What follows belongs to an exercise in optimizing a design on an open flow for small area; a production flow would make more cautious choices.
The RTL was checked by simulation tests, not by an equivalence proof against the original design.
Power and IR drop assume default switching activity.

==> flow/design.v (excerpt) <==
module ibex_rvfi_tracer #(
  parameter int unsigned Depth    = 4,
  parameter int unsigned DropCntW = 16
) (
  input  logic                clk_i,
  input  logic                rst_ni,
  input  logic [31:0]         hart_id_i,
  input  logic                rvfi_valid,
  input  logic [63:0]         rvfi_order,
  input  logic [31:0]         rvfi_insn,
  input  logic                rvfi_trap,
  input  logic                rvfi_halt,
  input  logic                rvfi_intr,
  input  logic [1:0]          rvfi_mode,
  input  logic [31:0]         rvfi_pc_rdata,
  input  logic [31:0]         rvfi_pc_wdata,
  input  logic [4:0]          rvfi_rd_addr,
  input  logic [31:0]         rvfi_rd_wdata,
  input  logic [31:0]         rvfi_mem_addr,
  input  logic [3:0]          rvfi_mem_rmask,
  input  logic [3:0]          rvfi_mem_wmask,
  input  logic [31:0]         rvfi_mem_rdata,
  input  logic [31:0]         rvfi_mem_wdata,
  output logic                trace_valid_o,
  input  logic                trace_ready_i,
  output logic [ibex_pkg::TraceRecW-1:0] trace_rec_o,
  output logic                order_err_o,
  output logic                overflow_o,
  output logic [DropCntW-1:0] drop_cnt_o,
  output logic [63:0]         retired_cnt_o
  );
Size: about 3200 cells after synthesis, about 1600 flip-flops, about 800 I/O pins.
export LEC_CHECK = 0
export CAP_MARGIN = 20
export CORE_MARGIN = 2
export CORE_UTILIZATION = 80
export SLEW_MARGIN = 20
create_clock -name core_clock -period 5.0 [get_ports {clk_i}]
standard.sh (not shown) runs the stock make flow with config.mk's settings and CLKGATE_MAP_FILE= SYNTH_SCRIPT=/design/flow/synth_recipe.tcl, a recipe that flattens the netlist after the stock synthesis.
==> flow/flow/run.sh <==
#!/bin/bash
# Standard ORFS layout (the standard.sh, unchanged synthesis) with two
# layout-only changes: ports are buffered with the smallest buffer instead of
# clkdlybuf4s50_1, and CTS builds its tree from clkbuf_8 leaves driving larger
# sink clusters, without dummy balancing loads. The make output goes to
# standard_flow.log; each ORFS step keeps its own log under orfs/logs.
set -euo pipefail
export BUFFER_PORTS_ARGS="-buffer_cell sky130_fd_sc_hd__buf_1"
export CTS_ARGS="-sink_clustering_enable -repair_clock_nets -dont_use_dummy_load -buf_list {sky130_fd_sc_hd__clkbuf_8} -sink_clustering_size 16 -sink_clustering_max_diameter 50"
bash standard.sh finish > standard_flow.log 2>&1
Edit:
--- a/flow/config.mk
+++ b/flow/config.mk
@@ -10 +10 @@
-export CORE_UTILIZATION = 80
+export CORE_UTILIZATION = 75
The changed run finished with timing, DRC and antenna clean.
Utilization came out lower by 5.6 points.
Clock-buffer cell count climbs by 2.
Critical path depth stays the same.
Area after synthesis does not change.
Wire length went down by 8.6%.
Die area rose by 6.6%.
Non-clock buffer count fell by 25.
Setup slack is better by 0.080 ns.
Power drops by 1.6%.
Synthesized cell count is unchanged.

========
## red
The RTL this note starts from:
==> flow/design.v <==
package ibex_pkg;
  typedef struct packed {
    logic [63:0] cycle;
    logic [31:0] hart;
    logic [63:0] order;
    logic [31:0] pc;
    logic [31:0] next_pc;
    logic [31:0] insn;
    logic [1:0]  mode;
    logic        trap;
    logic        halt;
    logic        intr;
    logic        compressed;
    logic [4:0]  rd_addr;
    logic [31:0] rd_wdata;
    logic [31:0] mem_addr;
    logic [3:0]  mem_rmask;
    logic [3:0]  mem_wmask;
    logic [31:0] mem_data;
  } trace_rec_t;
  localparam int unsigned TraceRecW = 371;   
  typedef struct packed {
    logic [63:0] cycle;
    logic [63:0] order;
    logic [31:0] pc;
    logic [31:0] next_pc;
    logic [31:0] insn;
    logic [1:0]  mode;
    logic        trap;
    logic        halt;
    logic        intr;
    logic [4:0]  rd_addr;
    logic [31:0] rd_wdata;
    logic [31:0] mem_addr;
    logic [3:0]  mem_rmask;
    logic [3:0]  mem_wmask;
    logic [31:0] mem_data;
  } slot_rec_t;
  localparam int unsigned SlotRecW = 338;   
  typedef enum logic [1:0] {
    MEM_NONE  = 2'd0,
    MEM_READ  = 2'd1,
    MEM_WRITE = 2'd2
  } mem_kind_e;
  function automatic logic [1:0] mem_kind_of(input logic [3:0] rmask,
                                             input logic [3:0] wmask);
    if (wmask != 4'b0000) begin
      mem_kind_of = 2'd2;   
    end else if (rmask != 4'b0000) begin
      mem_kind_of = 2'd1;    
    end else begin
      mem_kind_of = 2'd0;    
    end
  endfunction
  function automatic logic is_compressed(input logic [31:0] insn);
    is_compressed = insn[1:0] != 2'b11;
  endfunction
  function automatic logic is_succ(input logic [63:0] a, input logic [63:0] b);
    logic [63:0] t;
    logic        ok;
    t  = a ^ b;
    ok = t[0];
    for (int i = 0; i < 63; i++) begin
      ok = ok & (t[i+1] ? (t[i] & b[i]) : (~t[i] | a[i]));
    end
    is_succ = ok;
  endfunction
endpackage
module ibex_trace_fifo #(
  parameter int unsigned Width = 32,
  parameter int unsigned Depth = 4
) (
  input  logic                   clk_i,
  input  logic                   rst_ni,
  input  logic                   push_i,
  input  logic [Width-1:0]       wdata_i,
  output logic                   full_o,
  input  logic                   pop_i,
  output logic                   empty_o,
  output logic [Depth-1:0]       head_sel_o,
  output logic [Depth*Width-1:0] slots_o
);
  localparam int unsigned AddrW = $clog2(Depth);
  localparam int unsigned PtrW  = AddrW + 1;
  logic [PtrW-1:0]  wr_ptr_q, rd_ptr_q;
  logic [AddrW-1:0] wr_idx, rd_idx;
  logic             push_acc, pop_acc;
  logic [Width-1:0] mem_q [Depth];
  assign wr_idx  = wr_ptr_q[AddrW-1:0];
  assign rd_idx  = rd_ptr_q[AddrW-1:0];
  assign empty_o = (wr_ptr_q == rd_ptr_q);
  assign full_o  = (wr_ptr_q[AddrW] != rd_ptr_q[AddrW]) && (wr_idx == rd_idx);
  assign pop_acc  = pop_i & ~empty_o;
  assign push_acc = push_i & (~full_o | pop_acc);
  always_ff @(posedge clk_i or negedge rst_ni) begin
    if (!rst_ni) begin
      wr_ptr_q <= '0;
      rd_ptr_q <= '0;
    end else begin
      wr_ptr_q <= wr_ptr_q + PtrW'(push_acc);
      rd_ptr_q <= rd_ptr_q + PtrW'(pop_acc);
    end
  end
  for (genvar gi = 0; gi < Depth; gi++) begin : g_slot
    always_ff @(posedge clk_i) begin
      if (push_acc && (wr_idx == AddrW'(gi))) begin
        mem_q[gi] <= wdata_i;
      end
    end
    assign head_sel_o[gi]            = ~empty_o & (rd_idx == AddrW'(gi));
    assign slots_o[gi*Width +: Width] = mem_q[gi];
  end
endmodule
module ibex_rvfi_tracer #(
  parameter int unsigned Depth    = 4,
  parameter int unsigned DropCntW = 16
) (
  input  logic                clk_i,
  input  logic                rst_ni,
  input  logic [31:0]         hart_id_i,
  input  logic                rvfi_valid,
  input  logic [63:0]         rvfi_order,
  input  logic [31:0]         rvfi_insn,
  input  logic                rvfi_trap,
  input  logic                rvfi_halt,
  input  logic                rvfi_intr,
  input  logic [1:0]          rvfi_mode,
  input  logic [31:0]         rvfi_pc_rdata,
  input  logic [31:0]         rvfi_pc_wdata,
  input  logic [4:0]          rvfi_rd_addr,
  input  logic [31:0]         rvfi_rd_wdata,
  input  logic [31:0]         rvfi_mem_addr,
  input  logic [3:0]          rvfi_mem_rmask,
  input  logic [3:0]          rvfi_mem_wmask,
  input  logic [31:0]         rvfi_mem_rdata,
  input  logic [31:0]         rvfi_mem_wdata,
  output logic                trace_valid_o,
  input  logic                trace_ready_i,
  output logic [ibex_pkg::TraceRecW-1:0] trace_rec_o,
  output logic                order_err_o,
  output logic                overflow_o,
  output logic [DropCntW-1:0] drop_cnt_o,
  output logic [63:0]         retired_cnt_o
  );
  localparam int unsigned SlotW = ibex_pkg::SlotRecW;
  ibex_pkg::slot_rec_t   slot_d;
  ibex_pkg::trace_rec_t  rec_out;
  logic [Depth-1:0]       head_sel;
  logic [Depth*SlotW-1:0] slots;
  logic                   fifo_full, fifo_empty;
  logic                   pop, drop;
  logic                   wr_kind;
  logic [3:0]             wbyte, rbyte;
  logic [63:0]         cycle_q;
  logic [63:0]         retired_q;
  logic [DropCntW-1:0] drop_cnt_q;
  logic                overflow_q;
  logic                order_first_q;
  logic [63:0]         order_last_q;
  logic                order_err_q;
  assign wr_kind = rvfi_mem_wmask != 4'b0000;
  assign wbyte   = rvfi_mem_wmask & {4{wr_kind}};
  assign rbyte   = rvfi_mem_rmask & {4{~wr_kind}};
  always_comb begin
    slot_d           = '0;
    slot_d.cycle     = cycle_q;
    slot_d.order     = rvfi_order;
    slot_d.pc        = rvfi_pc_rdata;
    slot_d.next_pc   = rvfi_pc_wdata;
    slot_d.insn      = rvfi_insn;
    slot_d.mode      = rvfi_mode;
    slot_d.trap      = rvfi_trap;
    slot_d.halt      = rvfi_halt;
    slot_d.intr      = rvfi_intr;
    slot_d.rd_addr   = rvfi_rd_addr;
    slot_d.rd_wdata  = rvfi_rd_wdata;
    slot_d.mem_addr  = rvfi_mem_addr;
    slot_d.mem_rmask = rvfi_mem_rmask;
    slot_d.mem_wmask = rvfi_mem_wmask;
    for (int b = 0; b < 4; b++) begin
      slot_d.mem_data[b*8 +: 8] = (rvfi_mem_wdata[b*8 +: 8] & {8{wbyte[b]}}) |
                                  (rvfi_mem_rdata[b*8 +: 8] & {8{rbyte[b]}});
    end
  end
  assign trace_valid_o = ~fifo_empty;
  assign pop           = trace_valid_o & trace_ready_i;
  assign drop          = rvfi_valid & fifo_full & ~pop;
  ibex_trace_fifo #(
    .Width (SlotW),
    .Depth (Depth)
  ) u_fifo (
    .clk_i      (clk_i),
    .rst_ni     (rst_ni),
    .push_i     (rvfi_valid),
    .wdata_i    (slot_d),
    .full_o     (fifo_full),
    .pop_i      (pop),
    .empty_o    (fifo_empty),
    .head_sel_o (head_sel),
    .slots_o    (slots)
  );
  logic [ibex_pkg::TraceRecW-1:0] masked [Depth];
  for (genvar gi = 0; gi < Depth; gi++) begin : g_head
    ibex_pkg::slot_rec_t s;
    logic hs, hs_rd, hs_mem;
    assign s      = slots[gi*SlotW +: SlotW];
    assign hs     = head_sel[gi];
    assign hs_rd  = hs & (s.rd_addr != 5'd0);
    assign hs_mem = hs & ((s.mem_rmask != 4'b0000) | (s.mem_wmask != 4'b0000));
    assign masked[gi] = {s.cycle     & {64{hs}},
                         32'd0,
                         s.order     & {64{hs}},
                         s.pc        & {32{hs}},
                         s.next_pc   & {32{hs}},
                         s.insn      & {32{hs}},
                         s.mode      & {2{hs}},
                         s.trap      & hs,
                         s.halt      & hs,
                         s.intr      & hs,
                         1'b0,
                         s.rd_addr   & {5{hs}},
                         s.rd_wdata  & {32{hs_rd}},
                         s.mem_addr  & {32{hs_mem}},
                         s.mem_rmask & {4{hs}},
                         s.mem_wmask & {4{hs}},
                         s.mem_data  & {32{hs}}};
  end
  always_comb begin
    rec_out = '0;
    for (int i = 0; i < Depth; i++) begin
      rec_out = rec_out | masked[i];
    end
    rec_out.hart       = hart_id_i & {32{trace_valid_o}};
    rec_out.compressed = trace_valid_o & ibex_pkg::is_compressed(rec_out.insn);
  end
  assign trace_rec_o = rec_out;
  always_ff @(posedge clk_i or negedge rst_ni) begin
    if (!rst_ni) begin
      cycle_q    <= '0;
      retired_q  <= '0;
      drop_cnt_q <= '0;
      overflow_q <= 1'b0;
    end else begin
      cycle_q   <= cycle_q + 64'd1;
      retired_q <= retired_q + {63'd0, rvfi_valid};
      if (drop) begin
        overflow_q <= 1'b1;
        if (drop_cnt_q != {DropCntW{1'b1}}) begin
          drop_cnt_q <= drop_cnt_q + DropCntW'(1);
        end
      end
    end
  end
  always_ff @(posedge clk_i or negedge rst_ni) begin
    if (!rst_ni) begin
      order_first_q <= 1'b1;
      order_err_q   <= 1'b0;
    end else if (rvfi_valid) begin
      order_first_q <= 1'b0;
      if (!order_first_q && !ibex_pkg::is_succ(rvfi_order, order_last_q)) begin
        order_err_q <= 1'b1;
      end
    end
  end
  always_ff @(posedge clk_i) begin
    if (rvfi_valid) begin
      order_last_q <= rvfi_order;
    end
  end
  assign retired_cnt_o = retired_q;
  assign drop_cnt_o    = drop_cnt_q;
  assign overflow_o    = overflow_q;
  assign order_err_o   = order_err_q;
endmodule
Settings: LEC_CHECK=0, CAP_MARGIN=20, CORE_MARGIN=2, CORE_UTILIZATION=40, SLEW_MARGIN=20; clock period 5.0 ns.
==> flow/flow/run.sh <==
#!/bin/bash
# Standard ORFS layout (the standard.sh, unchanged synthesis) with two
# layout-only changes: ports are buffered with the smallest buffer instead of
# clkdlybuf4s50_1, and CTS builds its tree from small clock buffers without
# dummy balancing loads.
set -euo pipefail
export BUFFER_PORTS_ARGS="-buffer_cell sky130_fd_sc_hd__buf_1"
export CTS_ARGS="-sink_clustering_enable -repair_clock_nets -dont_use_dummy_load -buf_list {sky130_fd_sc_hd__clkbuf_4 sky130_fd_sc_hd__clkbuf_8}"
bash standard.sh finish > standard_flow.log 2>&1
Setup changes, red to blue
--- a/flow/flow/run.sh
+++ b/flow/flow/run.sh
@@ -4,2 +4,2 @@
-# clkdlybuf4s50_1, and CTS builds its tree from small clock buffers without
-# dummy balancing loads.
+# clkdlybuf4s50_1, and CTS builds its tree from clkbuf_8 leaves driving larger
+# sink clusters, without dummy balancing loads.
@@ -8 +8 @@
-export CTS_ARGS="-sink_clustering_enable -repair_clock_nets -dont_use_dummy_load -buf_list {sky130_fd_sc_hd__clkbuf_4 sky130_fd_sc_hd__clkbuf_8}"
+export CTS_ARGS="-sink_clustering_enable -repair_clock_nets -dont_use_dummy_load -buf_list {sky130_fd_sc_hd__clkbuf_8} -sink_clustering_size 20 -sink_clustering_max_diameter 60"
==> run notes <==
red: all stages complete, timing, DRC and antenna checks passed. blue: full flow OK, the timing, DRC and antenna checks passed. Library cell contributing the largest single delay on the critical path = xnor2_2: red; library cell contributing the largest single delay on the critical path = a311oi_4: blue. Summary of blue over red: via count of the first global-routing pass fell by 4.2%; total power fell by 3.7 mW; relative contribution of combinational cells to total power rose by 3.3 points. The total wire length of blue was superior to that of red.
> inputs changed (blue -> green)
==> flow/run.sh (new file) <==
#!/bin/bash
# synth_recipe.tcl (not shown) runs the flow's synth.tcl, then flattens the netlist and writes it again
# the make line also repeats each setting of config.mk as NAME=value (left out here)
make -C /OpenROAD-flow-scripts/flow DESIGN_CONFIG=/design/flow/config.mk WORK_HOME=/design/flow/orfs CLKGATE_MAP_FILE= SYNTH_SCRIPT=/design/flow/synth_recipe.tcl finish
removed: flow/flow/run.sh
removed: flow/standard.sh
==> comparison <==
Against blue as the reference, green delivers a higher utilization. Between green and blue, hold slack is lower for blue, green comes in above that. Delta (green minus blue): maximum frequency decreased 7.8 MHz, via count climbed 1.5%, area growth from synthesis to layout increased 14 points, final period utilization grew by 3.4 points. blue reports its capture point of the critical path as trace_rec_o[370] while green reports trace_rec_o[312]. Going from blue to green, peak supply drop shrinks by 26%. Compared with blue, post-route standard cell area excluding fillers in green increased by more than 10%. Non-clock buffer count delta (green -> blue): insignificant. Taking green as 1.0, blue lands at 0.948 on routed wire length. From green to blue, die span in y did not move at all.
Changes in orange relative to green:
- a change of CORE_UTILIZATION from 40 to 65
==> flow/flow/run.sh (new file) <==
#!/bin/bash
# Standard ORFS layout (the standard.sh, unchanged synthesis) with two
# layout-only changes: ports are buffered with the smallest buffer instead of
# clkdlybuf4s50_1, and CTS builds its tree from clkbuf_8 leaves driving larger
# sink clusters, without dummy balancing loads.
set -euo pipefail
export BUFFER_PORTS_ARGS="-buffer_cell sky130_fd_sc_hd__buf_1"
export CTS_ARGS="-sink_clustering_enable -repair_clock_nets -dont_use_dummy_load -buf_list {sky130_fd_sc_hd__clkbuf_8} -sink_clustering_size 20 -sink_clustering_max_diameter 60"
bash standard.sh finish > standard_flow.log 2>&1
==> flow/standard.sh (new file) <==
#!/bin/bash
# synth_recipe.tcl (not shown) runs the flow's synth.tcl, then flattens the netlist and writes it again
# the make line also repeats each setting of config.mk as NAME=value (left out here)
make -C /OpenROAD-flow-scripts/flow DESIGN_CONFIG=/design/flow/config.mk WORK_HOME=/design/flow/orfs CLKGATE_MAP_FILE= SYNTH_SCRIPT=/design/flow/synth_recipe.tcl "${@:-finish}"
removed: flow/run.sh
Notes after the runs:
- Status | orange and green | clean
- Diff green -> orange: share of the clock period used by the worst path after layout went down by 5.3 points, post-layout net count has decreased, time the worst path needs with I/O delays and setup down 0.26 ns, chip width now sits lower.

port drivers added, routing unchanged:
Ports are ideal in the flow. The routed layouts listed here were re-timed in OpenROAD.
Step 1 sets driving cells, clkbuf_16 on the clock port and buf_2 on the other inputs (assumed; they add their load-dependent delay and slew).
Step 2 also shifts input and output timing later by t, the mid clock arrival at the registers, as if the neighbouring blocks saw the same clock.
Slacks: ideal / step 1 / step 2; pairs: ideal / step 1.
run | shift t [ns] | slack for setup (ns) | clock arrival spread, ns | slew at the worst register clock pin (ns) | cell pins on the clock port's net
the first run of note 1 | 0.808 | 0.116 / 0.050 / 0.756 | 0.051 / 0.050 | 0.10 / 0.10 | 1
the second run of note 1 | 0.792 | 0.196 / 0.131 / 0.876 | 0.053 / 0.052 | 0.10 / 0.10 | 1
red | 0.982 | 0.150 / 0.074 / 1.056 | 0.102 / 0.102 | 0.07 / 0.07 | 1
blue | 0.877 | 0.400 / 0.325 / 1.203 | 0.165 / 0.165 | 0.12 / 0.12 | 1
green | 0.851 | 0.230 / 0.151 / 0.871 | 0.038 / 0.038 | 0.07 / 0.07 | 1
orange | 0.825 | 0.494 / 0.424 / 1.248 | 0.084 / 0.083 | 0.12 / 0.12 | 1
After both steps setup and hold are still met in every run listed.
